This design comes from an exercise in tuning for small area, a short achievable clock period and few clock cycles on the open sky130 flow, not from production work.
Where RTL was checked, it was by simulation tests only, not by an equivalence proof against the original.
Only the layout flow was run in runs 2, 3 and 6; the RTL was not checked for function there.
No activity file was given, so power comes from the tool's default toggle rates.

`flow/config.mk`:
```
export PLATFORM = sky130hd
export DESIGN_NAME = acc_drain_requant
export DESIGN_NICKNAME = acc_drain_requant
export VERILOG_FILES = /design/flow/design.v
export SDC_FILE = /design/flow/constraint.sdc
export NUM_CORES = 4
export LEC_CHECK = 0
export CAP_MARGIN = 20
export CORE_MARGIN = 2
export CORE_UTILIZATION = 40
export SLEW_MARGIN = 20
```
`flow/constraint.sdc`:
```
create_clock -name core_clock -period 10.0 [get_ports {clk}]
set_input_delay 2.0000 -clock core_clock [delete_from_list [all_inputs] [get_ports {clk}]]
set_output_delay 2.0000 -clock core_clock [all_outputs]
set_load 0.01 [all_outputs]
```
`flow/design.v`:
```
package acc_drain_requant_pkg;
    localparam int ACC_WIDTH   = 32;    
    localparam int ACT_WIDTH   = 8;     
    localparam int REQ_SCALE_W = 16;    
    localparam int REQ_SHIFT_W = 5;     
    localparam int PROD_W      = ACC_WIDTH + REQ_SCALE_W;   
endpackage
import acc_drain_requant_pkg::*;
module acc_drain_requant_requant_stage (
    input  logic                 clk,
    input  logic [ACC_WIDTH-1:0] acc_i,
    input  logic                 ovf_i,
    input  logic [8:0]           b_one_i,      
    input  logic [8:0]           b_two_i,
    input  logic [8:0]           b_neg_i,
    input  logic [3:0]           sh_hi_i,      
    input  logic [7:0]           sh_lo_i,      
    input  logic [REQ_SHIFT_W-1:0] shift_i,    
    output logic [ACT_WIDTH-1:0] data_o,
    output logic                 sat_o
);
    localparam int W = PROD_W;
    logic [33:0]  ax;
    logic [8:0]   b_one, b_two, b_neg;
    logic [33:0]  r [9];
    logic [W-1:0] pp [9];
    always_comb begin
        ax = {{2{acc_i[31]}}, acc_i};
        b_one = b_one_i;
        b_two = b_two_i;
        b_neg = b_neg_i;
        for (int j = 0; j < 9; j++) begin
            for (int i = 0; i < 34; i++) begin
                r[j][i] = ((b_one[j] & ax[i]) | (b_two[j] & ((i == 0) ? 1'b0 : ax[i-1]))) ^ b_neg[j];
            end
        end
        pp[0] = '0;
        pp[0][32:0] = r[0][32:0];
        pp[0][33] = r[0][33];
        pp[0][34] = r[0][33];
        pp[0][35] = ~r[0][33];
        for (int i = 36; i < W; i += 2) pp[0][i] = 1'b1;
        for (int j = 1; j < 9; j++) begin
            pp[j] = '0;
            for (int i = 0; i < 33; i++) if (2*j + i < W) pp[j][2*j+i] = r[j][i];
            if (2*j + 33 < W) pp[j][2*j+33] = ~r[j][33];
            pp[j][2*j-2] = b_neg[j-1];
        end
    end
    function automatic logic [2*W-1:0] csa(input logic [W-1:0] x, input logic [W-1:0] y,
                                           input logic [W-1:0] z);
        logic [W-1:0] s, c;
        s = x ^ y ^ z;
        c = ((x & y) | (x & z) | (y & z)) << 1;
        csa = {c, s};
    endfunction
    logic [W-1:0] l1 [6];
    logic [W-1:0] l2 [4];
    logic [W-1:0] l3 [3];
    always_comb begin
        for (int g = 0; g < 3; g++) {l1[2*g+1], l1[2*g]} = csa(pp[3*g], pp[3*g+1], pp[3*g+2]);
        for (int g = 0; g < 2; g++) {l2[2*g+1], l2[2*g]} = csa(l1[3*g], l1[3*g+1], l1[3*g+2]);
        {l3[1], l3[0]} = csa(l2[0], l2[1], l2[2]);
        l3[2] = l2[3];
    end
    logic [W-1:0] a_r_q [3];
    logic         a_ovf_q, a_neg_q;
    always_ff @(posedge clk) begin
        for (int k = 0; k < 3; k++) a_r_q[k] <= l3[k];
        a_ovf_q <= ovf_i;
        a_neg_q <= acc_i[ACC_WIDTH-1];
    end
    logic [W-1:0] l4 [2];
    logic [W-1:0] b_p_q;
    logic         b_ovf_q, b_neg_q;
    logic [W-1:0] pg_g [7];
    logic [W-1:0] pg_p [7];
    logic [W-1:0] sum_b;
    always_comb begin
        {l4[1], l4[0]} = csa(a_r_q[0], a_r_q[1], a_r_q[2]);
        pg_g[0] = l4[0] & l4[1];
        pg_p[0] = l4[0] ^ l4[1];
        for (int lv = 0; lv < 6; lv++) begin
            for (int i = 0; i < W; i++) begin
                if ((i >> lv) & 1) begin
                    pg_g[lv+1][i] = pg_g[lv][i] | (pg_p[lv][i] & pg_g[lv][((i >> lv) << lv) - 1]);
                    pg_p[lv+1][i] = pg_p[lv][i] & pg_p[lv][((i >> lv) << lv) - 1];
                end else begin
                    pg_g[lv+1][i] = pg_g[lv][i];
                    pg_p[lv+1][i] = pg_p[lv][i];
                end
            end
        end
        sum_b[0] = pg_p[0][0];
        for (int i = 1; i < W; i++) sum_b[i] = pg_p[0][i] ^ pg_g[6][i-1];
    end
    always_ff @(posedge clk) begin
        b_p_q   <= sum_b;
        b_ovf_q <= a_ovf_q;
        b_neg_q <= a_neg_q;
    end
    logic [W:0]          v;
    logic [16:0]         y;
    logic [9:0]          w;
    logic [10:0]         qq;
    logic [9:0]          q;
    logic [W-1:0]        mask;
    logic                ext_ok, in_rng, neg;
    always_comb begin
        v = {b_p_q, 1'b0};
        for (int j = 0; j < 17; j++) begin
            y[j] = (sh_hi_i[0] & v[j]) | (sh_hi_i[1] & v[j+8]) |
                   (sh_hi_i[2] & v[j+16]) | (sh_hi_i[3] & v[j+24]);
        end
        for (int i = 0; i < 10; i++) begin
            w[i] = |(sh_lo_i & y[i +: 8]);
        end
        for (int j = 0; j < W; j++) mask[j] = (j >= 8) && (j - 8 >= int'(shift_i));
        neg    = b_p_q[W-1];
        ext_ok = ~|((b_p_q ^ {W{neg}}) & mask);
        qq     = {w[9], w} + 11'd1;
        q      = qq[10:1];
        in_rng = ext_ok && (q[9:7] == 3'b000 || q[9:7] == 3'b111);
        if (b_ovf_q) begin
            data_o = b_neg_q ? 8'h80 : 8'h7f;
            sat_o  = 1'b1;
        end else if (in_rng) begin
            data_o = q[7:0];
            sat_o  = 1'b0;
        end else begin
            data_o = neg ? 8'h80 : 8'h7f;
            sat_o  = 1'b1;
        end
    end
endmodule
import acc_drain_requant_pkg::*;
module acc_drain_requant (
    input  logic                   clk,
    input  logic                   rst_n,
    input  logic                   start,
    input  logic [16*ACC_WIDTH-1:0] acc_in,
    input  logic [15:0]            ovf_in,
    input  logic [REQ_SCALE_W-1:0] scale,
    input  logic [REQ_SHIFT_W-1:0] shift,
    output logic                   clear_acc,
    output logic                   busy,
    output logic                   done,
    output logic signed [ACT_WIDTH-1:0] out_data,
    output logic                   out_valid,
    input  logic                   out_ready,
    output logic                   out_last,
    output logic                   out_sat
);
    localparam int N = 16;
    logic                   busy_q, clear_q, done_q;
    logic [3:0]             head_q;
    logic [4:0]             nxt_q, want_q;
    logic                   v1_q, v2_q;
    logic [3:0]             i1_q, i2_q;
    logic [ACC_WIDTH:0]     ring_q [N];
    logic [8:0]             b_one_q, b_two_q, b_neg_q;
    logic [REQ_SHIFT_W-1:0] shift_q;
    logic [3:0]             sh_hi_q;
    logic [7:0]             sh_lo_q;
    logic                   ld_q;
    logic                   ov_n_q;      
    logic [17:0]            sx;
    logic accept, issue, out_free, arrive, load, drop, last_xfer;
    logic [ACT_WIDTH-1:0] res_data;
    logic                 res_sat;
    assign sx        = {2'b00, scale};
    assign busy      = busy_q;
    assign clear_acc = clear_q;
    assign done      = done_q;
    assign accept    = start & ~busy_q;
    assign issue     = busy_q & ~nxt_q[4] & (head_q == nxt_q[3:0]);
    assign out_free  = ov_n_q | out_ready;
    assign arrive    = busy_q & v2_q & ({1'b0, i2_q} == want_q);
    assign load      = arrive & out_free;
    assign drop      = arrive & ~out_free;
    assign last_xfer = ~ov_n_q & out_ready & want_q[4];
    always_ff @(posedge clk) begin
        for (int i = 0; i < N; i++) begin
            ring_q[i] <= ld_q ? {ovf_in[i], acc_in[i*ACC_WIDTH +: ACC_WIDTH]} : ring_q[(i + 1) % N];
        end
        if (!busy_q) begin
            for (int j = 0; j < 9; j++) begin
                b_neg_q[j] <= sx[2*j+1];
                b_one_q[j] <= sx[2*j] ^ ((j == 0) ? 1'b0 : sx[2*j-1]);
                b_two_q[j] <= (sx[2*j+1] & ~sx[2*j] & ~((j == 0) ? 1'b0 : sx[2*j-1])) |
                              (~sx[2*j+1] & sx[2*j] & ((j == 0) ? 1'b0 : sx[2*j-1]));
            end
            shift_q <= shift;
        end
        for (int j = 0; j < 4; j++) sh_hi_q[j] <= (shift_q[4:3] == 2'(j));
        for (int j = 0; j < 8; j++) sh_lo_q[j] <= (shift_q[2:0] == 3'(j));
    end
    always_ff @(posedge clk or negedge rst_n) begin
        if (!rst_n) begin
            busy_q    <= 1'b0;
            ld_q      <= 1'b1;
            clear_q   <= 1'b0;
            done_q    <= 1'b0;
            head_q    <= '0;
            nxt_q     <= '0;
            want_q    <= '0;
            v1_q      <= 1'b0;
            v2_q      <= 1'b0;
            out_valid <= 1'b0;
            ov_n_q    <= 1'b1;
        end else begin
            clear_q <= accept;
            done_q  <= last_xfer;
            if (accept) begin
                busy_q <= 1'b1;
                ld_q   <= 1'b0;
            end else if (last_xfer) begin
                busy_q <= 1'b0;
                ld_q   <= 1'b1;
            end
            head_q <= busy_q ? head_q + 4'd1 : 4'd0;
            if (!busy_q)     nxt_q <= '0;
            else if (drop)   nxt_q <= want_q;
            else if (issue)  nxt_q <= nxt_q + 5'd1;
            if (!busy_q)     want_q <= '0;
            else if (load)   want_q <= want_q + 5'd1;
            v1_q <= issue;
            v2_q <= v1_q;
            if (load) begin
                out_valid <= 1'b1;
                ov_n_q    <= 1'b0;
            end else if (out_ready) begin
                out_valid <= 1'b0;
                ov_n_q    <= 1'b1;
            end
        end
    end
    always_ff @(posedge clk) begin
        i1_q <= nxt_q[3:0];
        i2_q <= i1_q;
        if (out_free) begin
            out_data <= res_data;
            out_sat  <= res_sat;
            out_last <= (i2_q == 4'd15);
        end
    end
    acc_drain_requant_requant_stage u_stage (
        .clk     (clk),
        .acc_i   (ring_q[0][ACC_WIDTH-1:0]),
        .ovf_i   (ring_q[0][ACC_WIDTH]),
        .b_one_i (b_one_q),
        .b_two_i (b_two_q),
        .b_neg_i (b_neg_q),
        .sh_hi_i (sh_hi_q),
        .sh_lo_i (sh_lo_q),
        .shift_i (shift_q),
        .data_o  (res_data),
        .sat_o   (res_sat)
    );
endmodule
```
`flow/flow/run.sh`:
```
#!/bin/bash
# Own layout flow: the standard ORFS flow (standard.sh), with these changes to how the
# layout is made:
#  - ports are buffered with sky130_fd_sc_hd__buf_1 instead of the default port buffer cell
#  - repair_timing (post-CTS and post-global-route) aims for extra setup slack (flow/margin.txt),
#    so the optimiser keeps improving the critical paths below the 10 ns clock period
#  - optional clock-tree-synthesis arguments (flow/cts_args.txt)
# Make's full output goes to standard_make.log here; ORFS's per-step logs stay under orfs/logs.
set -euo pipefail
MARGIN=$(cat flow/margin.txt 2>/dev/null || echo 6.5)
ARGS=("BUFFER_PORTS_ARGS=-buffer_cell sky130_fd_sc_hd__buf_1" "SETUP_SLACK_MARGIN=${MARGIN}")
if [[ -s flow/cts_args.txt ]]; then
  ARGS+=("CTS_ARGS=$(cat flow/cts_args.txt)")
fi
bash standard.sh "${ARGS[@]}" finish > standard_make.log 2>&1
```
`flow/flow/cts_args.txt`:
```
-sink_clustering_enable -repair_clock_nets -sink_clustering_size 20 -sink_clustering_max_diameter 100 -buf_list sky130_fd_sc_hd__clkbuf_16 -dont_use_dummy_load
```
`flow/flow/margin.txt`:
```
7.0
```
`flow/standard.sh`:
```
#!/bin/bash
# synth_recipe.tcl (not shown) runs the flow's synth.tcl, then flattens the netlist and writes it again
# the make line also repeats each setting of config.mk as NAME=value (left out here)
make -C /OpenROAD-flow-scripts/flow DESIGN_CONFIG=/design/flow/config.mk WORK_HOME=/design/flow/orfs CLKGATE_MAP_FILE= SYNTH_SCRIPT=/design/flow/synth_recipe.tcl "${@:-finish}"
```
==> results of run 1 <==
-- power breakdown --
part / switching (W) / total, W / internal, W / leakage [nW]
registers: 0.0000000000000000000171 / 0.00316 / 0.00316 / 6.60
logic: 0.0000416 / 0.0000940 / 0.0000524 / 9.95
clock network: 0.00103 / 0.00188 / 0.000851 / 0.592
total: 0.00107 / 0.00513 / 0.00406 / 17.1
-- cell usage in the layout, fill, tap and decap left out, types with 8 or more instances in the layout --
master,n
edfxtp_1,39
nand2_1,45
a21o_1,17
a22oi_2,23
clkbuf_2,11
nor2b_1,9
a22o_1,25
o21a_1,8
buf_4,55
dfxtp_2,23
a211oi_1,13
ha_4,8
nand2b_1,15
nand4_1,11
a21oi_1,26
o21ai_0,43
buf_6,19
ha_1,75
fa_1,216
xor2_1,120
dfxtp_4,13
and2_1,35
fa_2,8
inv_2,24
dfxtp_1,691
nor2_1,45
xnor2_1,194
inv_1,187
xnor2_2,23
clkbuf_16,51
buf_1,553
a21oi_2,8
dfrtp_1,19
a22oi_1,249
mux2_2,531
and3_1,8
o21ai_1,9
-- synthesized netlist by cell type, types with 6 or more instances --
| cell | n |
|---|---|
| a21oi_1 | 37 |
| nor3_1 | 9 |
| clkbuf_1 | 189 |
| a22oi_1 | 272 |
| edfxtp_1 | 39 |
| mux2_4 | 7 |
| o21ai_0 | 54 |
| dfrtp_1 | 20 |
| a41oi_1 | 6 |
| a22o_1 | 29 |
| nand3_1 | 7 |
| nand2b_1 | 15 |
| nor2_1 | 46 |
| xnor2_1 | 217 |
| a21o_1 | 17 |
| buf_1 | 45 |
| a211oi_1 | 16 |
| nor2b_1 | 9 |
| nand2_1 | 48 |
| and3_1 | 8 |
| dfxtp_1 | 727 |
| fa_1 | 224 |
| mux2_2 | 531 |
| xor2_1 | 120 |
| nand4_1 | 11 |
| nand3b_1 | 6 |
| ha_1 | 83 |
| and2_1 | 35 |
| o21a_1 | 8 |
| inv_1 | 211 |
| o21bai_1 | 7 |
| nor4_1 | 7 |
-- per-stage QoR --
stage	util (%)	area, sq um	total power (W)	hold WS (ns)	std cells
2_1_floorplan	-	37400	0.00324	0.310	3145
3_3_place_gp	43.4	40400	0.00332	0.310	4757
3_5_place_dp	43.4	40400	0.00333	0.312	4757
4_1_cts	45.3	42100	0.00518	0.332	4825
5_1_grt	46.4	43100	0.00530	0.338	4864
6_report	46.4	43200	0.00513	0.331	4867
-- routing by layer --
metal	share of wire, %	wire length (microns)	global-route usage, %	vias to the layer above
met5	0.038	44	0	-
met4	3.7	4270	8.07	6
met3	7.3	8330	5.36	199
met2	50	57100	40.1	980
met1	39	44600	28.0	12400
li1	-	-	-	11600
-- cells by family after synthesis --
logic type	share of synthesized area, %
DFF	43.5
muxes	16.4
xor gates and xnor gates	7.89
buffers and inverters	4.66
adders and majority gates	14.8
and+or+nand+nor	3.31
AOI/OAI and AO/OA	9.47
-- final cells by class --
class | instances | area share, %
clock buffer | 48 | 2.78
multi-input combinational | 1905 | 46.7
inverter | 211 | 1.84
timing repair buffer | 654 | 7.11
tap | 1254 | 3.64
sequential | 788 | 37.9
antenna | 7 | 0.0406
-- repair_timing --
action                     CTS  global route
cloned                       2             4
gates resized for setup     90           167
setup endpoints to repair  367           257
pin swaps                   23           111
setup buffers               18            31
-- sequential cells by signal (all words and copies together) (netlist names), 7 cells and up --
signal / count
b_neg_q: 7
ring_q: 528
out_data: 8
b_two_q: 8
b_one_q: 9
u_stage.b_p_q: 48
sh_lo_q: 8
u_stage.a_r_q: 127
-- worst max-delay path by stage --
stage                     startpoint                      endpoint  slack [ns]  depth (start not counted)
2_1_floorplan              out_ready         want_q[3]$_DFFE_PN0P_        6.99                          7
3_3_place_gp   ring_q[0][31]$_DFF_P_  u_stage.a_r_q[0][35]$_DFF_P_        6.55                          8
3_5_place_dp   ring_q[0][31]$_DFF_P_  u_stage.a_r_q[0][35]$_DFF_P_        6.55                          8
4_1_cts           busy_q$_DFFE_PN0P_                          busy        6.78                          1
5_1_grt           busy_q$_DFFE_PN0P_                          busy        6.77                          1
6_report          busy_q$_DFFE_PN0P_                          busy        6.83                          1
==> parameters.txt, run 1 <==
Parameter                              Value

Worst setup path
  Worst-case reg-to-reg path depth ... 9
  R2R setup slack ... between 6 and 7 ns
  Path type of the worst setup path ... reg -> out
  Arrival @ worst endpoint ... about 1.2 ns
  Slowest library cell on the worst path ... dfrtp_2
  Startpoint of the lowest-slack register-to-register path ... b_one_q[0]$_DFFE_PN_
  Delay contributed by the slowest stage of the critical path ... 0.44 ns
  Peak fanout along the critical path ... 2
  CP Buf/Inv Count ... 1
  Cell class contributing the biggest share of worst-path delay ... flip-flops
  Sort of element at the end of the critical path ... primary output
  Worst R2R End ... u_stage.a_r_q[0][28]$_DFF_P_
  Cells traversed along the worst timing path ... buf_6
  Startpoint kind of the worst setup timing path ... register
  Critical path required time ... approximately 8.0 ns

Timing
  Summed negative setup slack over all endpoints ... 0 ns
  Least setup slack across all paths after layout ... around 7 ns
  Fin. max-slew vios ... 0
  Slew at the pin closest to its max-slew limit ... approximately 0.98 ns
  Relative slew slack ... roughly a third
  Final setup vio count ... 0
  Share of the clock period used by the worst path ... 31.7%
  Fin. Hold Viols ... 0
  Max Clk Rate ... ~0.32 GHz
  Worst Clk Skew ... ~0.084 ns
  Minimum clock period after layout ... 3.17 ns
  Setup repair after global routing missed its margin ... true

Detailed routing
  Final ANT Viol Nets ... 0
  1st-pass router iterations ... 6
  Wire per inst ... between 20 and 25 microns
  Iter 0 DRT Violations ... 2133
  Via count ... ~25k
  Wire length after detailed routing ... between 100 and 150 mm
  Vias per cell ... roughly 5.2
  Drc violations ... 0

Floorplan
  Die outline width ... roughly 310 microns
  Core area ... slightly above 90000 sq um
  Number of top-level pins ... roughly 570
  Die H ... between 300 and 400 microns
  Initial core utilization ... roughly two fifths
  Number of cell rows ... about 110
  DIE AREA ... approximately 96000 sq um

Outcome
  Status ... timing/DRC/antenna clean

Logic synthesis
  Average cell area after synthesis ... about 12 sq um
  Cells taking the most area after synthesis ... dfxtp_1, mux2_2, fa_1
  Fraction of the yosys area taken by sequential cells ... around 44%
  Share of flip-flops with an asynchronous set or reset ... under 10%
  Total of warnings raised by yosys ... 13
  Prevailing post-synth register cell ... dfxtp_1
  Fraction of synthesized cell area taken by the top area cell type ... roughly two fifths
  Combined area of all synthesized cells ... approximately 37000 sq um
  Number of nets in the synthesized netlist ... approximately 4k
  Dominant cell type by area after synthesis ... dfxtp_1
  Flop and latch count out of synthesis ... roughly 790
  Netlist cell types ... 70
  Number of enable-type register cells in the synthesized netlist ... 39
  Synthesized instance count ... ~3.1k

Finish
  Multi-input gate area ... ~20000 sq um
  Number of filler cells placed in the layout ... 8733
  Share of layout cells above drive strength 1 ... about a quarter
  Area used by sequential logic in the layout ... about 16000 sq um
  Final layout net count ... 4468
  Area growth syn-to-layout ... 15.4%

GRT
  Pin count of the biggest net entering global routing ... 92
  Total Routing Usage GR ... 23.1%
  Global-route wire length before repair ... about 170 mm
  Overflow after GRT ... 0
  Vias in the first global route ... ~25k
  Number of antenna violations at the first check in global routing ... 21

Clocking
  TritonCTS clock tree ... built
  Number of buffers created by CTS ... 48
  Clock sink count ... 788
  Clock slew at the register clock pins of the worst setup and hold paths ... around 0.08 ns
  CTS max path bufs ... 3
  Hold buffer count at CTS ... 0
  Root cell of the clock tree ... clkbuf_16
  H-tree levels ... 2
  Clock latency of the later-clocked register in the worst-skew pair ... roughly 0.64 ns

Placement
  Number of port buffers ... 566
  HPWL after DPL ... just over 80 mm
  Placement Setup Slack ... 6.55 ns
  Final weighted congestion in routability-driven placement ... 0.868

Power
  Cell Pwr Density ... approximately 120 nW/um^2
  Worst ir drop on vdd ... approximately 130 uV
  Leakage ... roughly 17 nW

Hold path
  Number of cells on the worst hold path ... 0
  Kind of path behind the tightest hold check ... reg -> reg
  Start point of the worst min-delay path ... u_stage.a_r_q[0][2]$_DFF_P_
  Terminating pin of the worst hold path ... u_stage.b_p_q[2]$_DFF_P_

Run
  Count of max-cap constraint violations ... 0
Testbench counts, summed over its fixed seeds: cycles 20,488.
==> run 2, diff against run 1 <==
--- a/flow/design.v
+++ b/flow/design.v
@@ -172,10 +172,10 @@
     assign busy      = busy_q;
     assign clear_acc = clear_q;
     assign done      = done_q;
-    assign accept    = start & ~busy_q;
-    assign issue     = busy_q & ~nxt_q[4] & (head_q == nxt_q[3:0]);
+    assign accept    = start & ld_q;
+    assign issue     = ~ld_q & ~nxt_q[4] & (head_q == nxt_q[3:0]);
     assign out_free  = ov_n_q | out_ready;
-    assign arrive    = busy_q & v2_q & ({1'b0, i2_q} == want_q);
+    assign arrive    = ~ld_q & v2_q & ({1'b0, i2_q} == want_q);
     assign load      = arrive & out_free;
     assign drop      = arrive & ~out_free;
     assign last_xfer = ~ov_n_q & out_ready & want_q[4];
@@ -183,7 +183,7 @@
         for (int i = 0; i < N; i++) begin
             ring_q[i] <= ld_q ? {ovf_in[i], acc_in[i*ACC_WIDTH +: ACC_WIDTH]} : ring_q[(i + 1) % N];
         end
-        if (!busy_q) begin
+        if (ld_q) begin
             for (int j = 0; j < 9; j++) begin
                 b_neg_q[j] <= sx[2*j+1];
                 b_one_q[j] <= sx[2*j] ^ ((j == 0) ? 1'b0 : sx[2*j-1]);
@@ -218,11 +218,11 @@
                 busy_q <= 1'b0;
                 ld_q   <= 1'b1;
             end
-            head_q <= busy_q ? head_q + 4'd1 : 4'd0;
-            if (!busy_q)     nxt_q <= '0;
+            head_q <= ld_q ? 4'd0 : head_q + 4'd1;
+            if (ld_q)         nxt_q <= '0;
             else if (drop)   nxt_q <= want_q;
             else if (issue)  nxt_q <= nxt_q + 5'd1;
-            if (!busy_q)     want_q <= '0;
+            if (ld_q)         want_q <= '0;
             else if (load)   want_q <= want_q + 5'd1;
             v1_q <= issue;
             v2_q <= v1_q;
==> parameters.txt, run 2 <==
Parameter                              Value

Floorplan
  Number of cell rows ... 112 (unchanged)
  Die outline width ... 311 microns (+0.25%)
  Number of top-level pins ... 567 (unchanged)
  Initial core utilization ... 40.3% (+0.15 points)
  DIE AREA ... 96400 sq um (+0.51%)
  Die H ... 311 microns (+0.25%)
  Core area ... 93200 sq um (+0.15%)

Logic synthesis
  Share of flip-flops with an asynchronous set or reset ... 2.79% (unchanged)
  Prevailing post-synth register cell ... dfxtp_1
  Fraction of the yosys area taken by sequential cells ... 43.3% (-0.22 points)
  Synthesized instance count ... 3149 (+0.13%)
  Combined area of all synthesized cells ... 37600 sq um (+0.52%)
  Number of nets in the synthesized netlist ... 4009 (+0.10%)
  Flop and latch count out of synthesis ... 788 (unchanged)
  Cell types with the highest counts after synthesis ... dfxtp_1, mux2_2, a22oi_1
  Dominant cell type by area after synthesis ... dfxtp_1
  Top-count cell post-synth ... dfxtp_1
  Cells taking the most area after synthesis ... dfxtp_1, mux2_2, fa_1
  Average cell area after synthesis ... 11.9 sq um (+0.39%)
  Netlist cell types ... 88 (+26%)
  Total of warnings raised by yosys ... 13 (unchanged)
  Fraction of synthesized cell area taken by the top area cell type ... 38.7% (-0.20 points)
  Number of enable-type register cells in the synthesized netlist ... 39 (unchanged)

Placement
  Total placed cells including tap cells ... 4755 (-0.042%)
  HPWL after DPL ... 85.8 mm (+3.2%)
  Final weighted congestion in routability-driven placement ... 0.886 (+2.0%)
  Number of port buffers ... 566 (unchanged)
  Placement Setup Slack ... 6.37 ns (-0.181 ns)

Worst setup path
  Sort of element at the end of the critical path ... register
  Arrival @ worst endpoint ... 3.80 ns (+2.63 ns)
  Critical path required time ... 10.52 ns (+2.52 ns)
  Path type of the worst setup path ... reg -> reg
  Startpoint kind of the worst setup timing path ... register
  Peak fanout along the critical path ... 3 (+1)

Detailed routing
  Iter 0 DRT Violations ... 1644 (-23%)
  1st-pass router iterations ... 6 (unchanged)
  Vias per cell ... 5.15 (-0.83%)
  Drc violations ... 0 (unchanged)
  Final ANT Viol Nets ... 0 (unchanged)
  Wire per inst ... 23.9 microns (+1.5%)
  Wire length after detailed routing ... 116 mm (+1.6%)
  Via count ... 25.1k (-0.75%)

Clocking
  CTS max path bufs ... 3 (unchanged)
  H-tree levels ... 2 (unchanged)
  Hold buffer count at CTS ... 0 (unchanged)
  TritonCTS clock tree ... built
  Clock slew at the register clock pins of the worst setup and hold paths ... 0.08 ns (about the same)
  Number of buffers created by CTS ... 47 (-2.1%)
  Clock latency of the later-clocked register in the worst-skew pair ... 0.62 ns (-0.02 ns)
  Root cell of the clock tree ... clkbuf_16
  Clock sink count ... 788 (unchanged)

Timing
  Minimum clock period after layout ... 3.28 ns (+0.114 ns)
  Least setup slack across all paths after layout ... 6.72 ns (-0.114 ns)
  Summed negative setup slack over all endpoints ... 0 ns (unchanged)
  Slew at the pin closest to its max-slew limit ... 1.03 ns (+0.0498 ns)
  Max Clk Rate ... 0.305 GHz (-3.5%)
  Worst Clk Skew ... 0.0522 ns (-0.0315 ns)
  Fin. max-slew vios ... 0 (unchanged)
  Final setup vio count ... 0 (unchanged)
  Setup repair after global routing missed its margin ... true
  Relative slew slack ... 29.3% (-5.2 points)
  Share of the clock period used by the worst path ... 32.8% (+1.1 points)
  Fin. Hold Viols ... 0 (unchanged)

GRT
  Met3 Track Usage GR ... 4.52% (-0.84 points)
  Global-route wire length before repair ... 170 mm (+2.9%)
  Pin count of the biggest net entering global routing ... 154 (+67%)
  Total Routing Usage GR ... 23.5% (+0.42 points)
  Overflow after GRT ... 0 (unchanged)
  Vias in the first global route ... 26.0k (+2.1%)
  Met2 track demand over resource in global routing ... 42.7% (+2.6 points)
  Number of antenna violations at the first check in global routing ... 13 (-38%)
  Met1 layer usage reported by global route ... 27.9% (-0.083 points)
  GRT busiest layer ... met2

Run
  Count of max-cap constraint violations ... 0 (unchanged)

Hold path
  Kind of path behind the tightest hold check ... reg -> reg

Power
  Cell Pwr Density ... 119 nW/um^2 (+0.36%)
  Overall Power ... 0.00513 W (about the same)
  Worst ir drop on vdd ... 143 uV (+9.5%)
  Leakage ... 17.1 nW (-0.43%)

Finish
  Number of filler cells placed in the layout ... 8690 (-0.49%)
  Area growth syn-to-layout ... 14.4%
  Number of flip-flops in the largest register ... 528 (unchanged)
  Cell Count, Final, Fillers Out ... 4871 (+0.082%)
  Largest reg by FF count ... ring_q
  Most common library cell in the layout ignoring fill and taps ... dfxtp_1
  Final layout net count ... 4473 (+0.11%)
  Share of layout cells above drive strength 1 ... 23.5% (-0.61 points)
  Registers with the most flip-flops ... ring_q x528, u_stage.a_r_q x127, u_stage.b_p_q x48
  Commonest cells after routing, fill and taps aside ... dfxtp_1, buf_1, mux2_2, a22oi_1, fa_1

Outcome
  Status ... timing/DRC/antenna clean
-- run 2: metrics by stage --
stage | util, % | hold WS (ns) | instance area [sq um]
final | 46.1 | 0.332 | 43000
after global routing | 46.1 | 0.339 | 43000
after floorplan | - | 0.310 | 37700
after CTS | 45.7 | 0.332 | 42600
after detailed placement | 43.7 | 0.312 | 40700
after global placement | 43.7 | 0.311 | 40700
-- run 2: logic make-up after synthesis --
kind of cell / share of synthesized area [%]
DFF: 43.3
muxes: 16.3
AOI/OAI and AO/OA: 9.78
buffers and inverters: 4.78
xor gates and xnor gates: 7.87
adders and majority gates: 14.7
and+or+nand+nor: 3.29
-- run 2: worst paths after layout --
path,endpoint,start,slack (ns),cells after the start
worst max-delay path,u_stage.b_p_q[45]$_DFF_P_,u_stage.a_r_q[2][21]$_DFF_P_,6.72,11
worst min-delay path,i2_q[0]$_DFF_P_,i1_q[0]$_DFF_P_,0.33,0
worst max register to register,u_stage.b_p_q[45]$_DFF_P_,u_stage.a_r_q[2][21]$_DFF_P_,6.72,11
worst min register to register,i2_q[0]$_DFF_P_,i1_q[0]$_DFF_P_,0.33,0
max in group asynchronous,ov_n_q$_DFFE_PN1P_,rst_n,8.40,2
min in group asynchronous,clear_q$_DFF_PN0_,rst_n,1.33,2
-- run 2: cell type report --
cell class,count,area (sq um),area share (%)
multi-input combinational,1905,20100,46.7
sequential,788,16400,38.1
timing repair buffer,659,3000,6.97
tap,1254,1570,3.65
clock buffer,47,1180,2.74
inverter,212,796,1.85
antenna,6,15.0,0.0349
-- run 2: layer usage --
layer,up-vias,wire length [microns],share of wire [%]
li1,11600,-,-
met5,-,58,0.050
met3,165,7100,6.1
met4,8,3760,3.2
met1,12400,45600,39
met2,884,59600,51
-- run 2: timing repair --
item                       4_1_cts  5_1_grt
setup endpoints to repair      433      104
cloned                           2        0
buffers inserted                41       20
resized for setup              105       68
pin swaps                       48       35
-- run 2: critical path, stage by stage (launching register included) --
cell and delay, ns:
dfxtp_2 0.33, fa_1 0.51, ha_4 0.30, nand3_2 0.09, or4_4 0.56, or2_4 0.26
o21ba_4 0.22, o31ai_4 0.24, nand4_1 0.20, buf_4 0.19, o21bai_1 0.14, xor2_1 0.15
-- run 2: power breakdown --
group	leakage, nW	switching [W]	total [W]	internal [W]
Clock	0.579	0.00104	0.00187	0.000835
Sequential	6.58	0.0000000000000000000168	0.00316	0.00316
Combinational	9.91	0.0000504	0.000103	0.0000524
==> run 3, diff against run 2 <==
--- a/flow/config.mk
+++ b/flow/config.mk
@@ -7,5 +7,5 @@
 export LEC_CHECK = 0
 export CAP_MARGIN = 20
 export CORE_MARGIN = 2
-export CORE_UTILIZATION = 40
+export CORE_UTILIZATION = 60
 export SLEW_MARGIN = 20
==> parameters.txt, run 3 <==
Parameter                              Value

Timing
  Fin. Hold Viols ... 0 (unchanged)
  Worst Clk Skew ... 0.0658 ns (+0.0135 ns)
  Share of the clock period used by the worst path ... 32.4% (-0.41 points)
  Max Clk Rate ... 0.309 GHz (+1.3%)
  Summed negative setup slack over all endpoints ... 0 ns (unchanged)
  Final setup vio count ... 0 (unchanged)
  Minimum clock period after layout ... 3.24 ns (-0.0411 ns)
  Fin. max-slew vios ... 0 (unchanged)
  Relative slew slack ... 34.2% (+4.9 points)
  Slew at the pin closest to its max-slew limit ... 0.987 ns (-0.0438 ns)
  Setup repair after global routing missed its margin ... true

Worst setup path
  Path type of the worst setup path ... reg -> reg
  Arrival @ worst endpoint ... 3.77 ns (-0.03 ns)
  Worst setup path endpoint ... u_stage.b_p_q[45]$_DFF_P_
  Delay contributed by the slowest stage of the critical path ... 0.59 ns (+0.03 ns)
  Slowest library cell on the worst path ... or4_4
  Critical path required time ... 10.53 ns (about the same)
  Sort of element at the end of the critical path ... register
  Worst R2R End ... u_stage.b_p_q[45]$_DFF_P_
  Peak fanout along the critical path ... 5 (+2)
  R2R setup slack ... 6.76 ns (+0.04 ns)
  Startpoint of the lowest-slack register-to-register path ... u_stage.a_r_q[0][21]$_DFF_P_
  Worst-case reg-to-reg path depth ... 10 (-1)
  Crit. Startpoint ... u_stage.a_r_q[0][21]$_DFF_P_
  Startpoint kind of the worst setup timing path ... register
  Cells traversed along the worst timing path ... fa_1 -> ha_4 -> nand3_2 -> or4_4 -> or2_4 -> o21ba_4 -> o31ai_4 -> nand4_1 -> o21bai_1 -> xor2_1

Floorplan
  DIE AREA ... 64700 sq um (-33%)
  Die outline width ... 254 microns (-18%)
  Core area ... 61800 sq um (-34%)
  Initial core utilization ... 60.8% (+20 points)
  Number of top-level pins ... 567 (unchanged)
  Number of cell rows ... 91 (-19%)
  Die H ... 254 microns (-18%)

GRT
  Pin count of the biggest net entering global routing ... 204 (+32%)
  Total Routing Usage GR ... 35.3% (+12 points)
  Overflow after GRT ... 0 (unchanged)
  Number of antenna violations at the first check in global routing ... 32 (+19)
  Vias in the first global route ... 27.6k (+6.1%)
  Global-route wire length before repair ... 170 mm (-0.25%)

Detailed routing
  1st-pass router iterations ... 6 (unchanged)
  Final ANT Viol Nets ... 0 (unchanged)
  Vias per cell ... 5.82 (+13%)
  Iter 0 DRT Violations ... 2083 (+27%)
  Wire length after detailed routing ... 116 mm (-0.24%)
  Via count ... 26.1k (+4.2%)
  Wire per inst ... 25.8 microns (+8.3%)
  Drc violations ... 0 (unchanged)

Logic synthesis
  Flop and latch count out of synthesis ... 788 (unchanged)
  Netlist cell types ... 88 (unchanged)
  Cells taking the most area after synthesis ... dfxtp_1, mux2_2, fa_1
  Share of flip-flops with an asynchronous set or reset ... 2.79% (unchanged)
  Cell types with the highest counts after synthesis ... dfxtp_1, mux2_2, a22oi_1
  Fraction of synthesized cell area taken by the top area cell type ... 38.7% (unchanged)
  Number of enable-type register cells in the synthesized netlist ... 39 (unchanged)
  Combined area of all synthesized cells ... 37600 sq um (unchanged)
  Synthesized instance count ... 3149 (unchanged)
  Top-count cell post-synth ... dfxtp_1
  Total of warnings raised by yosys ... 13 (unchanged)
  Prevailing post-synth register cell ... dfxtp_1
  Fraction of the yosys area taken by sequential cells ... 43.3% (unchanged)
  Average cell area after synthesis ... 11.9 sq um (unchanged)
  Dominant cell type by area after synthesis ... dfxtp_1
  Number of nets in the synthesized netlist ... 4009 (unchanged)

Placement
  Final weighted congestion in routability-driven placement ... 0.945 (+6.8%)
  Number of port buffers ... 566 (unchanged)
  HPWL after DPL ... 84.0 mm (-2.1%)
  Total placed cells including tap cells ... 4337 (-8.8%)

Finish
  Share of layout cells above drive strength 1 ... 24.9% (+1.4 points)
  Number of flip-flops in the largest register ... 528 (unchanged)
  Number of filler cells placed in the layout ... 4565 (-47%)
  Final layout net count ... 4488 (+0.34%)
  Commonest cells after routing, fill and taps aside ... dfxtp_1, buf_1, mux2_2, a22oi_1, fa_1
  Cell Count, Final, Fillers Out ... 4486 (-7.9%)
  Most common library cell in the layout ignoring fill and taps ... dfxtp_1
  Area growth syn-to-layout ... 14.5%
  Largest reg by FF count ... ring_q
  Registers with the most flip-flops ... ring_q x528, u_stage.a_r_q x127, u_stage.b_p_q x48

Clocking
  Clock latency of the later-clocked register in the worst-skew pair ... 0.62 ns (about the same)
  Clock sink count ... 788 (unchanged)
  Hold buffer count at CTS ... 0 (unchanged)
  TritonCTS clock tree ... built
  Number of buffers created by CTS ... 47 (unchanged)
  Clock slew at the register clock pins of the worst setup and hold paths ... 0.08 ns (about the same)
  H-tree levels ... 2 (unchanged)
  Root cell of the clock tree ... clkbuf_16
  CTS max path bufs ... 3 (unchanged)

Run
  Count of max-cap constraint violations ... 0 (unchanged)

Power
  Leakage ... 17.3 nW (+1.2%)
  Cell Pwr Density ... 119 nW/um^2 (-0.72%)
  Worst ir drop on vdd ... 157 uV (+10%)
  Overall Power ... 0.00510 W (-0.58%)

Outcome
  Status ... timing/DRC/antenna clean

Hold path
  Kind of path behind the tightest hold check ... reg -> reg
## run 3: cell counts after synthesis
No cell type changed its count.
## run 3: report_power, final
part	switching (W)	internal (W)	leakage (nW)	total, W
Combinational	0.0000448	0.0000522	10.1	0.0000970
Clock	0.00102	0.000834	0.579	0.00185
Sequential	0.0000000000000000000175	0.00315	6.58	0.00315
## run 3: worst max-delay path: cells and delay by family, from the launching register on
family	cells	cell delay, ns
AOI/OAI and AO/OA	3	0.67
xor gates and xnor gates	1	0.20
adders and majority gates	2	0.84
DFF	1	0.33
and+or+nand+nor	4	1.14
## run 3: repair_timing
item                       CTS  global route
setup buffers               40            35
setup endpoints to repair  320           203
pin swaps                   39            91
hold endpoints to repair     0             0
gates cloned                 2             2
gates resized for setup    122           135
## run 3: worst min-delay path by stage
| stage | from | to | slack (ns) | cells past startpoint |
|---|---|---|---|---|
| after floorplan | i1_q[0]$_DFF_P_ | i2_q[0]$_DFF_P_ | 0.31 | 0 |
| after global placement | u_stage.a_r_q[0][0]$_DFF_P_ | u_stage.b_p_q[0]$_DFF_P_ | 0.31 | 0 |
| after detailed placement | i1_q[0]$_DFF_P_ | i2_q[0]$_DFF_P_ | 0.31 | 0 |
| after CTS | i1_q[0]$_DFF_P_ | i2_q[0]$_DFF_P_ | 0.33 | 0 |
| after global routing | i1_q[1]$_DFF_P_ | i2_q[1]$_DFF_P_ | 0.34 | 0 |
| final | i1_q[1]$_DFF_P_ | i2_q[1]$_DFF_P_ | 0.33 | 0 |
## run 3: cell families (layout without fill, tap and decap cells)
kind of cell	Yosys count	in the layout	share of synthesized area [%]
simple gates	225	225	3.29
xor+xnor	338	338	7.87
other cells	0	23	0
flops	788	788	43.3
compound gates	492	493	9.78
buf+inv	457	933	4.78
fa+ha+maj	307	307	14.7
mux	542	542	16.3
## run 3: per-layer routing
metal	wire length, microns	up-vias	track usage, %
li1	-	11700	-
met1	44500	13000	42.6
met2	56900	1159	60.1
met3	8770	298	7.60
met4	5660	4	16.8
met5	27	-	0
## run 3: final cells by class
cell class,count,area [sq um],share of cell area (%)
Timing Repair Buffer,674,3250,7.56
Multi-Input combinational cell,1905,20300,47.2
Clock buffer,47,1180,2.73
Sequential cell,788,16400,38.1
Tap cell,837,1050,2.43
Antenna cell,23,57.6,0.134
Inverter,212,798,1.85
## run 3: stage by stage
step                area, sq um  setup slack [ns]  util [%]  hold WS [ns]
floorplan                 37700              6.96         -         0.310
global placement          40200              6.10      64.9         0.311
detailed placement        40200              6.03      64.9         0.312
CTS                       42100              6.69      68.1         0.331
global route              43000              6.70      69.6         0.339
finish                    43100              6.76      69.6         0.332
==> run 4, diff against run 3 <==
--- a/flow/design.v
+++ b/flow/design.v
@@ -163,6 +163,7 @@
     logic [3:0]             sh_hi_q;
     logic [7:0]             sh_lo_q;
     logic                   ld_q;
+    logic                   rot_q;       
     logic                   ov_n_q;      
     logic [17:0]            sx;
     logic accept, issue, out_free, arrive, load, drop, last_xfer;
@@ -181,7 +182,8 @@
     assign last_xfer = ~ov_n_q & out_ready & want_q[4];
     always_ff @(posedge clk) begin
         for (int i = 0; i < N; i++) begin
-            ring_q[i] <= ld_q ? {ovf_in[i], acc_in[i*ACC_WIDTH +: ACC_WIDTH]} : ring_q[(i + 1) % N];
+            ring_q[i] <= ({(ACC_WIDTH+1){ld_q}} & {ovf_in[i], acc_in[i*ACC_WIDTH +: ACC_WIDTH]}) |
+                         ({(ACC_WIDTH+1){rot_q}} & ring_q[(i + 1) % N]);
         end
         if (ld_q) begin
             for (int j = 0; j < 9; j++) begin
@@ -199,6 +201,7 @@
         if (!rst_n) begin
             busy_q    <= 1'b0;
             ld_q      <= 1'b1;
+            rot_q     <= 1'b0;
             clear_q   <= 1'b0;
             done_q    <= 1'b0;
             head_q    <= '0;
@@ -218,6 +221,7 @@
                 busy_q <= 1'b0;
                 ld_q   <= 1'b1;
             end
+            rot_q <= ~(ld_q ? ~start : last_xfer);
             head_q <= ld_q ? 4'd0 : head_q + 4'd1;
             if (ld_q)         nxt_q <= '0;
             else if (drop)   nxt_q <= want_q;
--- a/flow/config.mk
+++ b/flow/config.mk
@@ -7,5 +7,5 @@
 export LEC_CHECK = 0
 export CAP_MARGIN = 20
 export CORE_MARGIN = 2
-export CORE_UTILIZATION = 60
+export CORE_UTILIZATION = 40
 export SLEW_MARGIN = 20
==> parameters.txt, run 4 <==
Parameter                              Value

Outcome
  Status ... timing/DRC/antenna clean

Clocking
  Clock sink count ... 789 (+0.13%)
  Root cell of the clock tree ... clkbuf_16
  Number of buffers created by CTS ... 48 (+2.1%)
  CTS max path bufs ... 3 (unchanged)
  TritonCTS clock tree ... built
  H-tree levels ... 2 (unchanged)
  Clock slew at the register clock pins of the worst setup and hold paths ... 0.08 ns (about the same)
  Clock latency of the later-clocked register in the worst-skew pair ... 0.64 ns (+0.02 ns)

Finish
  Commonest cells after routing, fill and taps aside ... dfxtp_1, buf_1, a22o_1, a22oi_1, fa_1
  Registers with the most flip-flops ... ring_q x528, u_stage.a_r_q x127, u_stage.b_p_q x48
  Final layout net count ... 4522 (+0.76%)
  Most common library cell in the layout ignoring fill and taps ... dfxtp_1
  Share of layout cells above drive strength 1 ... 8.06% (-17 points)
  Area growth syn-to-layout ... 14.9%
  Number of filler cells placed in the layout ... 8476 (+86%)
  Number of flip-flops in the largest register ... 528 (unchanged)
  Largest reg by FF count ... ring_q

Timing
  Max Clk Rate ... 0.309 GHz (+0.22%)
  Relative slew slack ... 36.6% (+2.4 points)
  Worst Clk Skew ... 0.0975 ns (+0.0318 ns)
  Post-Route Hold Slack ... 0.330 ns (-0.00146 ns)
  Fin. Hold Viols ... 0 (unchanged)
  Minimum clock period after layout ... 3.23 ns (-0.00699 ns)
  Final setup vio count ... 0 (unchanged)
  Summed negative setup slack over all endpoints ... 0 ns (unchanged)
  Slew at the pin closest to its max-slew limit ... 0.951 ns (-0.0367 ns)
  Setup repair after global routing missed its margin ... true
  Share of the clock period used by the worst path ... 32.3% (-0.070 points)
  Fin. max-slew vios ... 0 (unchanged)

Floorplan
  Initial core utilization ... 40.5% (-20 points)
  Number of cell rows ... 110 (+21%)
  Core area ... 90300 sq um (+46%)
  Die outline width ... 306 microns (+20%)
  Die H ... 306 microns (+20%)
  Number of top-level pins ... 567 (unchanged)
  DIE AREA ... 93800 sq um (+45%)

Worst setup path
  Startpoint of the lowest-slack register-to-register path ... u_stage.a_r_q[2][25]$_DFF_P_
  Crit. Startpoint ... u_stage.a_r_q[2][25]$_DFF_P_
  Slowest library cell on the worst path ... fa_1
  Arrival @ worst endpoint ... 3.73 ns (-0.04 ns)
  Path type of the worst setup path ... reg -> reg
  CP dominant cell by count ... a21oi_2
  Peak fanout along the critical path ... 5 (unchanged)
  Cells traversed along the worst timing path ... fa_1 -> ha_4 -> a21o_1 -> a221o_1 -> nor4_4 -> o21bai_2 -> a221oi_4 -> a21oi_2 -> or3_4 -> a21oi_2 -> xnor2_1
  Critical path depth in cells ... 11 (+1)
  Worst R2R End ... u_stage.b_p_q[44]$_DFF_P_
  Cell class contributing the biggest share of worst-path delay ... compound AO/OA/AOI/OAI gates
  Worst-case reg-to-reg path depth ... 11 (+1)
  Critical path required time ... 10.49 ns (-0.04 ns)
  Startpoint kind of the worst setup timing path ... register
  Delay contributed by the slowest stage of the critical path ... 0.61 ns (+0.02 ns)
  Worst setup path endpoint ... u_stage.b_p_q[44]$_DFF_P_
  Sort of element at the end of the critical path ... register
  R2R setup slack ... 6.77 ns (about the same)
  CP Buf/Inv Count ... 0 (unchanged)

Power
  Part of the total power dissipated in combinational logic ... 2.0% (about the same)
  Worst ir drop on vdd ... 125 uV (-21%)
  Sequential fraction of design power ... 61.2% (-0.6 points)
  Leakage ... 16.2 nW (-6.3%)
  Power spent charging and discharging nets ... 0.00110 W (+3.3%)
  Clock group share of total power ... 36.8% (+0.5 points)
  Net Sw Frac ... 21.3% (+0.44 points)
  Cell internal power dissipation ... 0.00406 W (+0.56%)
  Cell Pwr Density ... 123 nW/um^2 (+3.7%)

Logic synthesis
  Cells taking the most area after synthesis ... dfxtp_1, a22o_1, fa_1
  Cell types with the highest counts after synthesis ... dfxtp_1, a22o_1, a22oi_1
  Synthesized instance count ... 3250 (+3.2%)
  Fraction of the yosys area taken by sequential cells ... 44.6% (+1.3 points)
  Combined area of all synthesized cells ... 36500 sq um (-2.8%)
  Top-count cell post-synth ... dfxtp_1
  Number of enable-type register cells in the synthesized netlist ... 39 (unchanged)
  Total of warnings raised by yosys ... 13 (unchanged)
  Prevailing post-synth register cell ... dfxtp_1
  Share of flip-flops with an asynchronous set or reset ... 2.92% (+0.12 points)
  Number of nets in the synthesized netlist ... 4110 (+2.5%)
  Fraction of synthesized cell area taken by the top area cell type ... 39.8% (+1.1 points)
  Flop and latch count out of synthesis ... 789 (+0.13%)
  Dominant cell type by area after synthesis ... dfxtp_1
  Netlist cell types ... 73 (-17%)
  Average cell area after synthesis ... 11.2 sq um (-5.8%)

GRT
  Global-route wire length before repair ... 176 mm (+3.4%)
  Pin count of the biggest net entering global routing ... 215 (+5.4%)
  Overflow after GRT ... 0 (unchanged)
  Total Routing Usage GR ... 24.8% (-10 points)
  Vias in the first global route ... 26.7k (-3.2%)
  Number of antenna violations at the first check in global routing ... 16 (-50%)

Hold path
  Number of cells on the worst hold path ... 0 (unchanged)
  Kind of path behind the tightest hold check ... reg -> reg

Run
  Count of max-cap constraint violations ... 0 (unchanged)

Detailed routing
  Vias per cell ... 5.57 (-4.3%)
  Iter 0 DRT Violations ... 2392 (+15%)
  Final ANT Viol Nets ... 0 (unchanged)
  Via count ... 27.0k (+3.3%)
  Wire length after detailed routing ... 121 mm (+4.2%)
  1st-pass router iterations ... 6 (unchanged)
  Drc violations ... 0 (unchanged)
  Wire per inst ... 24.9 microns (-3.5%)

Placement
  Final weighted congestion in routability-driven placement ... 0.910 (-3.7%)
  Number of port buffers ... 566 (unchanged)
  HPWL after DPL ... 84.1 mm (+0.19%)
-- run 4: cell count changes after synthesis, moves of 9 or more --
| cell | before | now |
|---|---|---|
| a21boi_0 | 1 | 10 |
| a22o_1 | 21 | 554 |
| clkbuf_1 | 177 | 249 |
| mux2_2 | 531 | 4 |
| nand2_1 | 45 | 54 |
| nor2_1 | 44 | 53 |
| nor3_1 | 7 | 16 |
| o21a_1 | 10 | 20 |
-- run 4: per-stage QoR --
| stage | instance area, sq um | utilization (%) | total power, W | std cells | setup slack, ns |
|---|---|---|---|---|---|
| after global placement | 39400 | 43.6 | 0.00334 | 4730 | 6.43 |
| after floorplan | 36600 | - | 0.00324 | 3250 | 7.00 |
| after global routing | 42000 | 46.5 | 0.00532 | 4843 | 6.65 |
| after CTS | 41200 | 45.6 | 0.00521 | 4806 | 6.77 |
| final | 42000 | 46.5 | 0.00516 | 4843 | 6.77 |
| after detailed placement | 39400 | 43.6 | 0.00334 | 4730 | 6.40 |
-- run 4: worst reg2reg max path, cell delays in order, from the launching register on --
cell      delay, ns
dfxtp_1        0.31
fa_1           0.61
ha_4           0.24
a21o_1         0.17
a221o_1        0.35
nor4_4         0.19
o21bai_2       0.15
a221oi_4       0.35
a21oi_2        0.11
or3_4          0.38
a21oi_2        0.17
xnor2_1        0.12
-- run 4: cell families (layout without fill, tap and decap cells) --
| kind of cell | count (synthesis) | after routing | share of synthesized area [%] |
|---|---|---|---|
| AOI/OAI and AO/OA | 1015 | 1015 | 22.5 |
| other | 0 | 7 | 0 |
| xor gates and xnor gates | 335 | 335 | 8.03 |
| adders and majority gates | 307 | 307 | 15.1 |
| buffers and inverters | 530 | 940 | 5.55 |
| and+or+nand+nor | 260 | 260 | 3.80 |
| DFF | 789 | 789 | 44.6 |
| muxes | 14 | 14 | 0.411 |
-- run 4: worst min path at each step --
stage	slack [ns]	to	start
2_1_floorplan	0.31	i2_q[0]$_DFF_P_	i1_q[0]$_DFF_P_
3_3_place_gp	0.31	u_stage.b_neg_q$_DFF_P_	u_stage.a_neg_q$_DFF_P_
3_5_place_dp	0.31	u_stage.b_p_q[1]$_DFF_P_	u_stage.a_r_q[0][1]$_DFF_P_
4_1_cts	0.33	u_stage.b_p_q[1]$_DFF_P_	u_stage.a_r_q[0][1]$_DFF_P_
5_1_grt	0.34	u_stage.b_neg_q$_DFF_P_	u_stage.a_neg_q$_DFF_P_
6_report	0.33	u_stage.b_p_q[1]$_DFF_P_	u_stage.a_r_q[0][1]$_DFF_P_
-- run 4: what timing repair did --
| item | 4_1_cts | 5_1_grt |
|---|---|---|
| gates resized for setup | 106 | 122 |
| setup buffers | 28 | 28 |
| endpoints found under the setup margin | 392 | 129 |
| gates cloned | 0 | 2 |
| pin swaps | 21 | 44 |
| hold buffers | 0 | 0 |
-- run 4: cell type report --
cell class                 instances  area (sq um)  share of cell area [%]
multi-input combinational       1931         18800                    44.9
antenna                            7          17.5                  0.0417
inverter                         220           826                    1.97
sequential                       789         16400                    39.0
tap                             1176          1470                    3.51
timing repair buffer             672          3230                    7.70
clock buffer                      48          1200                    2.86
-- run 4: per-layer routing --
layer  track usage (%)  vias to the layer above  wire length (microns)
li1                  -                    12300                      -
met1              33.1                    13400                  50900
met2              41.0                     1095                  57500
met3              4.82                      197                   8950
met4              7.10                       10                   3370
met5                 0                        -                     66
-- run 4: power by group through the flow --
stage,Sequential (W),Combinational (W),Clock [W]
floorplan,0.00324,0.00000572,0
global placement,0.00324,0.0000998,0
detailed placement,0.00324,0.000102,0
CTS,0.00316,0.000103,0.00195
global route,0.00316,0.000114,0.00205
finish,0.00316,0.000103,0.00190
Testbench counts of run 4, summed over its fixed seeds: cycles 20,488.
==> run 5, diff against run 4 <==
==> flow/flow/margin.txt (replaced) <==
7.3
==> parameters.txt, run 5 <==
Parameter                              Value

Outcome
  Status ... timing/DRC/antenna clean

Worst setup path
  Arrival @ worst endpoint ... 3.78 ns (+0.05 ns)
  Path type of the worst setup path ... reg -> reg
  CP Buf/Inv Count ... 1 (+1)
  Slowest library cell on the worst path ... fa_1
  Cell class contributing the biggest share of worst-path delay ... compound AO/OA/AOI/OAI gates
  Delay contributed by the slowest stage of the critical path ... 0.59 ns (-0.02 ns)
  Cells traversed along the worst timing path ... fa_1 -> ha_4 -> a21o_1 -> a221o_1 -> nor4_4 -> o21bai_1 -> a221oi_2 -> buf_4 -> a21oi_4 -> or3_4 -> a21oi_2 -> xnor2_1
  Critical path required time ... 10.49 ns (about the same)
  Sort of element at the end of the critical path ... register
  Startpoint kind of the worst setup timing path ... register
  Peak fanout along the critical path ... 4 (-1)

Timing
  Max Clk Rate ... 0.305 GHz (-1.5%)
  Relative slew slack ... 34.2% (-2.4 points)
  Post-Route Hold Slack ... 0.331 ns (+0.000958 ns)
  Slew at the pin closest to its max-slew limit ... 0.987 ns (+0.0361 ns)
  Share of the clock period used by the worst path ... 32.8% (+0.49 points)
  Fin. Hold Viols ... 0 (unchanged)
  Fin. max-slew vios ... 0 (unchanged)
  Minimum clock period after layout ... 3.28 ns (+0.0494 ns)
  Summed negative setup slack over all endpoints ... 0 ns (unchanged)
  Setup repair after global routing missed its margin ... true
  Worst Clk Skew ... 0.0962 ns (-0.00135 ns)
  Final setup vio count ... 0 (unchanged)

Detailed routing
  Final ANT Viol Nets ... 0 (unchanged)
  1st-pass router iterations ... 6 (unchanged)
  Via count ... 28.2k (+4.6%)
  Wire length after detailed routing ... 131 mm (+8.4%)
  Wire per inst ... 26.4 microns (+6.0%)
  Drc violations ... 0 (unchanged)
  Iter 0 DRT Violations ... 2407 (+0.63%)
  Vias per cell ... 5.69 (+2.3%)

Floorplan
  Die outline width ... 306 microns (unchanged)
  Core area ... 90300 sq um (unchanged)
  DIE AREA ... 93800 sq um (unchanged)
  Initial core utilization ... 40.5% (unchanged)
  Number of top-level pins ... 567 (unchanged)
  Die H ... 306 microns (unchanged)
  Number of cell rows ... 110 (unchanged)

Finish
  Most common library cell in the layout ignoring fill and taps ... dfxtp_1
  Area growth syn-to-layout ... 22.4%
  Registers with the most flip-flops ... ring_q x528, u_stage.a_r_q x127, u_stage.b_p_q x48
  Largest reg by FF count ... ring_q
  Final layout net count ... 4627 (+2.3%)
  Share of layout cells above drive strength 1 ... 17.7% (+9.6 points)
  Summed area of non-filler cells in the final layout ... 44700 sq um (+6.5%)
  Commonest cells after routing, fill and taps aside ... dfxtp_1, buf_1, a22o_1, fa_1, xnor2_1
  Number of filler cells placed in the layout ... 8230 (-2.9%)
  Number of flip-flops in the largest register ... 528 (unchanged)
  Fraction of the core area covered by cells at the end of the flow ... 49.5% (+3.0 points)

Logic synthesis
  Flop and latch count out of synthesis ... 789 (unchanged)
  Number of nets in the synthesized netlist ... 4110 (unchanged)
  Cells taking the most area after synthesis ... dfxtp_1, a22o_1, fa_1
  Dominant cell type by area after synthesis ... dfxtp_1
  Average cell area after synthesis ... 11.2 sq um (unchanged)
  Combined area of all synthesized cells ... 36500 sq um (unchanged)
  Fraction of synthesized cell area taken by the top area cell type ... 39.8% (unchanged)
  Number of enable-type register cells in the synthesized netlist ... 39 (unchanged)
  Prevailing post-synth register cell ... dfxtp_1
  Top-count cell post-synth ... dfxtp_1
  Cell types with the highest counts after synthesis ... dfxtp_1, a22o_1, a22oi_1
  Share of flip-flops with an asynchronous set or reset ... 2.92% (unchanged)
  Synthesized instance count ... 3250 (unchanged)
  Netlist cell types ... 73 (unchanged)
  Total of warnings raised by yosys ... 13 (unchanged)
  Fraction of the yosys area taken by sequential cells ... 44.6% (unchanged)

Clocking
  Clock latency of the later-clocked register in the worst-skew pair ... 0.63 ns (about the same)
  Clock sink count ... 789 (unchanged)
  Number of buffers created by CTS ... 48 (unchanged)
  Clock slew at the register clock pins of the worst setup and hold paths ... 0.08 ns (about the same)
  TritonCTS clock tree ... built
  Hold buffer count at CTS ... 0 (unchanged)
  H-tree levels ... 2 (unchanged)
  Root cell of the clock tree ... clkbuf_16
  CTS max path bufs ... 3 (unchanged)

Placement
  Final weighted congestion in routability-driven placement ... 0.898 (-1.3%)
  Number of port buffers ... 566 (unchanged)
  Placed instance area ... 39500 sq um (+0.38%)
  HPWL after DPL ... 84.8 mm (+0.83%)

GRT
  Total Routing Usage GR ... 26.8% (+2.0 points)
  Vias in the first global route ... 28.0k (+4.6%)
  Overflow after GRT ... 0 (unchanged)
  Number of antenna violations at the first check in global routing ... 17 (+1)
  Global-route wire length before repair ... 187 mm (+6.6%)
  Pin count of the biggest net entering global routing ... 193 (-10%)

Run
  Count of max-cap constraint violations ... 0 (unchanged)

Hold path
  Kind of path behind the tightest hold check ... reg -> reg

Power
  Worst ir drop on vdd ... 132 uV (+5.7%)
  Cell Pwr Density ... 115 nW/um^2 (-6.2%)
  Leakage ... 17.1 nW (+5.8%)
[run 5: changes by cell type in the layout (fill, tap and decap cells not counted), sizes merged]
| cell | change |
|---|---|
| diode | +5 |
| clkbuf | +2 |
| buf | +102 |
| bufbuf | +1 |
[run 5: cells by family after synthesis]
| family | synth area share (%) |
|---|---|
| AND/OR/NAND/NOR | 3.80 |
| AO/OA/AOI/OAI | 22.5 |
| XOR/XNOR | 8.03 |
| buffers and inverters | 5.55 |
| adder cells (fa/ha/maj) | 15.1 |
| flip-flops | 44.6 |
| multiplexers | 0.411 |
[run 5: layer usage]
metal,GRT usage (%),vias to the layer above,part of all wire [%]
met4,8.88,10,3.4
met1,34.7,14000,41
met2,44.4,1376,48
met3,5.90,271,8.4
met5,0,-,0.053
li1,-,12500,-
[run 5: worst register-to-register path, stage by stage, from the launching register on]
cell and delay [ns]:
dfxtp_1 0.32, fa_1 0.59, ha_4 0.23, a21o_1 0.17, a221o_1 0.38, nor4_4 0.19
o21bai_1 0.13, a221oi_2 0.26, buf_4 0.20, a21oi_4 0.07, or3_4 0.39, a21oi_2 0.15
xnor2_1 0.12
[run 5: worst paths after layout]
path                                                    from                        end  slack, ns  depth (start not counted)
worst max-delay path            u_stage.a_r_q[1][25]$_DFF_P_  u_stage.b_p_q[44]$_DFF_P_       6.72                         12
worst min-delay path                         i1_q[3]$_DFF_P_            i2_q[3]$_DFF_P_       0.33                          0
worst max register to register  u_stage.a_r_q[1][25]$_DFF_P_  u_stage.b_p_q[44]$_DFF_P_       6.72                         12
worst min register to register               i1_q[3]$_DFF_P_            i2_q[3]$_DFF_P_       0.33                          0
max in group asynchronous                              rst_n           ld_q$_DFFE_PN1P_       8.36                          2
min in group asynchronous                              rst_n      want_q[4]$_DFFE_PN0P_       1.35                          2
[run 5: what timing repair did]
item	4_1_cts	5_1_grt
gates cloned	14	1
gates resized for setup	397	194
endpoints found under the hold margin	0	0
buffers inserted	107	41
pin swaps	135	140
setup endpoints to repair	438	248
[run 5: area by class of cell]
type	instances	area, sq um	area share [%]
clock buffers	48	1200	2.69
well taps	1176	1470	3.29
repair buffers	777	4790	10.7
flip-flops and latches	789	16400	36.7
diodes	12	30.0	0.0672
multi-input cells	1931	20000	44.7
inverters	220	828	1.85
[run 5: metrics by stage]
stage / setup slack (ns) / power [W] / instances
after floorplan: 7.05 / 0.00324 / 3250
after global placement: 6.44 / 0.00334 / 4730
after detailed placement: 6.34 / 0.00334 / 4730
after CTS: 6.78 / 0.00519 / 4899
after global routing: 6.58 / 0.00532 / 4948
final: 6.72 / 0.00516 / 4953
[run 5: power breakdown]
group          total (W)  internal, W  leakage (nW)              switching, W
clock network    0.00189     0.000851         0.592                   0.00104
registers        0.00316      0.00316          6.58  0.0000000000000000000193
logic           0.000105    0.0000524          9.95                 0.0000531
==> run 6, diff against run 5 <==
--- a/flow/design.v
+++ b/flow/design.v
@@ -95,7 +95,7 @@
         for (int i = 1; i < W; i++) sum_b[i] = pg_p[0][i] ^ pg_g[6][i-1];
     end
     always_ff @(posedge clk) begin
-        b_p_q   <= sum_b;
+        b_p_q   <= l4[0] + l4[1];
         b_ovf_q <= a_ovf_q;
         b_neg_q <= a_neg_q;
     end
==> flow/flow/margin.txt (replaced) <==
7.0
==> parameters.txt, run 6 <==
Parameter                              Value

Detailed routing
  Drc violations ... 0 (unchanged)
  Wire length after detailed routing ... 122 mm (-6.8%)
  Final ANT Viol Nets ... 0 (unchanged)
  Wire per inst ... 24.8 microns (-6.2%)
  1st-pass router iterations ... 7 (+1)
  Iter 0 DRT Violations ... 2513 (+4.4%)

Clocking
  H-tree levels ... 2 (unchanged)
  Root cell of the clock tree ... clkbuf_16
  Clock latency of the later-clocked register in the worst-skew pair ... 0.63 ns (about the same)
  Number of buffers created by CTS ... 47 (-2.1%)
  Clock sink count ... 789 (unchanged)

Timing
  Least setup slack across all paths after layout ... 6.73 ns (+0.00883 ns)
  Minimum clock period after layout ... 3.27 ns (-0.00883 ns)
  Share of the clock period used by the worst path ... 32.7% (-0.088 points)
  Relative slew slack ... 38.3% (+4.1 points)
  Max Clk Rate ... 0.305 GHz (+0.27%)
  Fin. max-slew vios ... 0 (unchanged)
  Worst Clk Skew ... 0.0617 ns (-0.0345 ns)
  Slew at the pin closest to its max-slew limit ... 0.926 ns (-0.0611 ns)
  Final setup vio count ... 0 (unchanged)
  Setup repair after global routing missed its margin ... true

Logic synthesis
  Cells taking the most area after synthesis ... dfxtp_1, a22o_1, fa_1
  Dominant cell type by area after synthesis ... dfxtp_1
  Total of warnings raised by yosys ... 13 (unchanged)
  Number of enable-type register cells in the synthesized netlist ... 39 (unchanged)
  Flop and latch count out of synthesis ... 789 (unchanged)
  Fraction of synthesized cell area taken by the top area cell type ... 39.5% (-0.31 points)
  Cell types with the highest counts after synthesis ... dfxtp_1, a22o_1, a22oi_1
  Combined area of all synthesized cells ... 36800 sq um (+0.78%)
  Synthesized instance count ... 3310 (+1.8%)
  Top-count cell post-synth ... dfxtp_1
  Average cell area after synthesis ... 11.1 sq um (-1.0%)

Power
  Leakage ... 16.0 nW (-6.3%)
  Worst ir drop on vdd ... 139 uV (+5.8%)
  Overall Power ... 0.00513 W (-0.48%)
  Cell Pwr Density ... 122 nW/um^2 (+5.7%)
  Part of the total power dissipated in combinational logic ... 2.0% (about the same)
  Clock group share of total power ... 36.4% (-0.3 points)
  Net Sw Frac ... 21.1% (-0.11 points)
  Sequential fraction of design power ... 61.6% (+0.4 points)
  Cell internal power dissipation ... 0.00405 W (-0.34%)

Finish
  Largest reg by FF count ... ring_q
  Multi-input gate area ... 19100 sq um (-4.3%)
  Area used by sequential logic in the layout ... 16400 sq um (-0.20%)
  Share of layout cells above drive strength 1 ... 8.52% (-9.1 points)
  Most common library cell in the layout ignoring fill and taps ... dfxtp_1
  Final layout net count ... 4578 (-1.1%)
  Commonest cells after routing, fill and taps aside ... dfxtp_1, a22o_1, buf_1, a22oi_1, fa_1
  Number of filler cells placed in the layout ... 8613 (+4.7%)
  Number of flip-flops in the largest register ... 528 (unchanged)
  Area growth syn-to-layout ... 14.3%

GRT
  Total Routing Usage GR ... 24.8% (-2.0 points)
  Global-route wire length before repair ... 177 mm (-5.6%)
  Pin count of the biggest net entering global routing ... 203 (+5.2%)
  Vias in the first global route ... 27.1k (-2.9%)
  Overflow after GRT ... 0 (unchanged)

Worst setup path
  Startpoint kind of the worst setup timing path ... register
  Peak fanout along the critical path ... 1 (-3)
  Cells traversed along the worst timing path ... buf_1
  Slowest library cell on the worst path ... edfxtp_1
  Cell class contributing the biggest share of worst-path delay ... flip-flops
  Arrival @ worst endpoint ... 1.27 ns (-2.51 ns)
  Path type of the worst setup path ... reg -> out
  CP Buf/Inv Count ... 1 (unchanged)

Hold path
  Kind of path behind the tightest hold check ... reg -> reg

Outcome
  Status ... timing/DRC/antenna clean

Floorplan
  Initial core utilization ... 40.3% (-0.17 points)
  Number of cell rows ... 111 (+0.91%)

Placement
  HPWL after DPL ... 86.7 mm (+2.2%)
  Number of port buffers ... 566 (unchanged)

Run
  Count of max-cap constraint violations ... 0 (unchanged)
## run 6: worst paths after layout
kind                                                  start                  endpoint  slack (ns)  cells after the start
worst max register to register           sh_hi_q[2]$_DFF_P_     out_data[1]$_DFFE_PN_        6.79                     12
min in group asynchronous                             rst_n           rot_q$_DFF_PN0_        1.35                      2
worst max-delay path                     out_last$_DFFE_PN_                  out_last        6.73                      1
max in group asynchronous                             rst_n        ov_n_q$_DFFE_PN1P_        8.29                      2
worst min register to register  u_stage.a_r_q[0][2]$_DFF_P_  u_stage.b_p_q[2]$_DFF_P_        0.32                      0
worst min-delay path            u_stage.a_r_q[0][2]$_DFF_P_  u_stage.b_p_q[2]$_DFF_P_        0.32                      0
## run 6: final cells by class
cell class / instances / share of cell area (%)
diodes: 14 / 0.0832
clock buffers: 47 / 2.79
inverters: 205 / 1.83
multi-input cells: 2006 / 45.4
flip-flops and latches: 789 / 38.9
well taps: 1186 / 3.52
repair buffers: 673 / 7.47
## run 6: logic make-up (layout without fill, tap and decap cells)
kind of cell | after synthesis | count (layout) | synth area share [%]
fa+ha+maj | 303 | 303 | 14.8
xor+xnor | 341 | 341 | 8.11
mux | 7 | 7 | 0.204
compound gates | 1081 | 1081 | 23.2
other cells | 0 | 14 | 0
buf+inv | 516 | 925 | 5.46
simple gates | 273 | 274 | 3.99
flops | 789 | 789 | 44.3
## run 6: timing repair
| action | 4_1_cts | 5_1_grt |
|---|---|---|
| resized for setup | 114 | 81 |
| hold endpoints to repair | 0 | 0 |
| endpoints found under the setup margin | 119 | 63 |
| pin swaps | 31 | 61 |
| gates cloned | 2 | 0 |
| setup buffers | 38 | 24 |
| hold buffers | 0 | 0 |
## run 6: power groups by stage
stage                logic [W]  clock network [W]  registers [W]
finish                0.000101            0.00187        0.00316
global route          0.000110            0.00202        0.00316
CTS                   0.000100            0.00192        0.00316
detailed placement   0.0000999                  0        0.00324
global placement     0.0000979                  0        0.00324
floorplan           0.00000437                  0        0.00324
## run 6: stage by stage
step / cell area (sq um) / hold WS (ns) / instances / utilization (%)
after floorplan: 36900 / 0.310 / 3310 / -
final: 42100 / 0.324 / 4920 / 46.1
after global routing: 42100 / 0.336 / 4915 / 46.1
after global placement: 39700 / 0.313 / 4795 / 43.4
after CTS: 41600 / 0.325 / 4882 / 45.5
after detailed placement: 39700 / 0.312 / 4795 / 43.4
## run 6: metal layers
| metal | vias up | share of wire (%) | GRT usage [%] |
|---|---|---|---|
| li1 | 12600 | - | - |
| met1 | 13600 | 40 | 31.4 |
| met2 | 1120 | 49 | 42.7 |
| met3 | 232 | 6.8 | 4.51 |
| met4 | 20 | 3.7 | 8.20 |
| met5 | - | 0.11 | 0 |

==> afterwards: timing with drivers on the ports <==
How much do the figures lean on ideal ports? The routed layouts below were timed once more, with nothing changed but the port constraints. Step 1, drivers: a clkbuf_16 drives clk and a buf_2 each remaining input, both assumed. Step 2 times the ports against the registers' clock, not the clock port: input delays grow and output delays shrink by t, the midpoint of the rising clock arrivals with the driver on. Three values: no drivers, after step 1, after step 2; two values: the first two.
run	shift t [ns]	slack for setup (ns)
run 1	0.655	6.832 / 6.764 / 6.774
run 2	0.661	6.718 / 6.718 / 6.718
run 3	0.648	6.760 / 6.760 / 6.686
run 4	0.656	6.767 / 6.763 / 6.767
run 5	0.660	6.717 / 6.717 / 6.717
run 6	0.673	6.726 / 6.653 / 6.657
After both steps setup and hold are still met in every run listed.
